Source: an optimization exercise on an open RTL-to-GDS flow (aim: small area and few clock cycles per item). Production flows keep margins and buffers that such runs may drop. In this exercise RTL edits were held to simulation tests only and were not proved equivalent to the original. Power figures rest on the tool's default switching activity, not on a simulated workload.

Setup of v55:
// bucketed_hash_set
module bucketed_hash_set #(
    parameter int BUCKET_COUNT     = DEF_BUCKET_COUNT,
    parameter int SLOTS_PER_BUCKET = DEF_SLOTS_PER_BUCKET
) (
    input  logic      i_clk,
    input  logic      i_rst_n,
    input  logic             i_req_valid,
    output logic             o_req_ready,
    input  logic [CMD_W-1:0] i_req_command,
    input  logic [KEY_W-1:0] i_req_key,
    output logic             o_rsp_valid,
    input  logic             i_rsp_ready,
    output logic [STS_W-1:0] o_rsp_status
);
    localparam int CODE_W = KEY_W - 3;
    logic                                  r_v;
    logic [CMD_W-1:0]                      r_cmd;
    logic [BUCKET_COUNT-1:0]               r_sel;
    logic [CODE_W-1:0]                     r_code;
    logic                                  r_pend_v;
    logic [BUCKET_COUNT-1:0]               r_pend_sel;
    logic [CODE_W-1:0]                     r_pend_code;
    logic                                  r_out_v;
    logic [STS_W-1:0]                      r_out_status;
    logic [BUCKET_COUNT-1:0]               w_sel;
    logic [CODE_W-1:0]                     w_code;
    logic [SLOTS_PER_BUCKET*CODE_W-1:0]    w_row;
    logic [SLOTS_PER_BUCKET-1:0]           w_row_valid;
    logic [BUCKET_COUNT-1:0]               w_port_free;
    logic                                  w_pend_row;
    logic                                  w_pend_hit;
    logic [STS_W-1:0]                      w_status;
    logic                                  w_add;
    logic                                  w_del_pend;
    logic [SLOTS_PER_BUCKET-1:0]           w_clr;
    logic                                  w_drain;
    logic                                  w_direct;
    logic                                  w_stall;
    logic                                  w_go;
    logic                                  w_done;
    logic                                  w_load_pend;
    logic [BUCKET_COUNT-1:0]               w_fill;
    logic [CODE_W-1:0]                     w_fill_code;
    assign o_req_ready = !r_v || w_done;
    bhs_bucket_calc #(
        .BUCKET_COUNT (BUCKET_COUNT)
    ) u_calc (
        .i_key        (i_req_key),
        .o_bucket_sel (w_sel),
        .o_code       (w_code)
    );
    always_ff @(posedge i_clk) begin
  ...
make LEC_CHECK=0 CAP_MARGIN=20 CORE_MARGIN=2 CORE_UTILIZATION=55 CTS_CLUSTER_DIAMETER=50 CTS_CLUSTER_SIZE=30 PLACE_DENSITY=0.7 SLEW_MARGIN=20 finish   # period 10.0 ns
run.sh (not shown) runs the stock make flow with config.mk's settings and CLKGATE_MAP_FILE= SYNTH_SCRIPT=/design/flow/synth_recipe.tcl, a recipe that flattens the netlist after the stock synthesis.
Testbench counts of v55, summed over its fixed seeds: cycles 24,552, items 24,000.
> inputs changed (v55 -> v59)
- CTS_CLUSTER_SIZE changed from 30 to 26
- PLACE_DENSITY removed (was 0.7)
- CORE_UTILIZATION changed from 55 to 40
- CTS_CLUSTER_DIAMETER changed from 50 to 60
Notes after the runs:
In the metrics for v59 and v55, the one carrying the higher remaining max-slew budget at the tightest pin is v59. The count of cell instances traversed by the critical path of v59 exceeds that of v55 by 1. Wire length for v59 is higher than for v55. v59: flow completed, timing, DRC and antenna clean. Between v59 and v55, the global-route usage is higher for v55. Final-layout fill cell count, v59 and v55: higher on v59. Summary of v59 over v55: via count went down by 1.5%, final area went down by 330 um^2, setup slack went up by 0.21 ns.
Setup changes, v59 to v41
- an added SYNTH_HIERARCHICAL of 1
- an added PLACE_DENSITY of 0.88
- a change of CTS_CLUSTER_SIZE from 26 to 38
--- outcome ---
The final layout from v41, which completed every stage, passed the timing, design-rule and antenna checks at the end of the flow.
Share of the clock period used by the worst path after layout for v41: 4.5 points up relative to v59
The run showing the greater signed area change from the synthesized netlist to the final layout is v59.
The share of total power in combinational logic in v41 sits 0.2 points above the value recorded for v59.
Summary: setup slack at placement, v41 better than v59
Of v59 and v41, the run reporting the lower worst hold slack was v41.
Looking at total global routing track utilization across v59 and v41, the one that comes out lower is v41.
Compared to v59, the router laid down less metal wire for v41.
Of v59 and v41, the run reporting the higher pin count of the biggest net entering global routing was v41.
Between v41 and v59, it is v41 whose sequential fraction of the synthesis area is higher, by 0.93 points.
## Diff of input files: v39 against v41
- clearing PLACE_DENSITY, which used to be 0.88
- swapping 38 for 32 in CTS_CLUSTER_SIZE
- swapping 60 for 70 in CTS_CLUSTER_DIAMETER
### Flow results
Looking at v41 and v39, the fraction of standard cell area that is sequential is a wash.
[compare] base=v41 new=v39: placed instance count about even, setup TNS about even, normalized max-slew margin rose 7.2 points.
### v39 -> v10
- CTS_CLUSTER_DIAMETER: 70 -> 60
- CTS_CLUSTER_SIZE: 32 -> 26
Notes after the runs:
Between v39 and v10, the maximum clock frequency does not differ in any meaningful way.
v10 vs v39: static power due to leakage up slightly
Between v39 and v10, the routed metal-1 wire length is higher for v39.
Comparing v10 with v39, the aggregate global-route resource usage came out essentially unchanged.
| proportion of layout cells with a drive suffix above 1 | v10 vs v39 | ≈ equal |

==> re-timing with driven ports <==
The flow's constraints put no driver on any port. The routed layouts listed below were extracted and timed again, unchanged, in two steps.
Step 1 (the two cells are an assumption about what drives the block):
set clk [get_ports {i_clk}]
set_driving_cell -lib_cell sky130_fd_sc_hd__clkbuf_16 $clk
set_driving_cell -lib_cell sky130_fd_sc_hd__buf_2 [delete_from_list [all_inputs] $clk]
Step 2 times the ports against the registers' clock, not the clock port: input delays grow and output delays shrink by t, the midpoint of the rising clock arrivals with the driver on.
a / b / c = no drivers / after step 1 / after step 2; a / b = the first two.
| run | t, ns | slack for setup (ns) | worst register clock-pin slew, ns | worst data-port slew with drivers (ns) |
|---|---|---|---|---|
| v55 | 0.881 | 1.879 / 1.798 / 1.656 | 0.11 / 0.11 | 0.04 |
| v59 | 0.903 | 2.086 / 1.992 / 1.673 | 0.10 / 0.10 | 0.06 |
| v41 | 0.855 | 1.639 / 1.558 / 1.709 | 0.13 / 0.13 | 0.05 |
| v39 | 0.845 | 1.605 / 1.524 / 1.971 | 0.12 / 0.12 | 0.08 |
| v10 | 0.858 | 1.608 / 1.531 / 1.976 | 0.10 / 0.10 | 0.08 |
After both steps every run listed still meets setup and hold. For v59, which loses most, drivers alone change the setup slack by -0.094 ns; drivers and shift together by -0.413 ns.
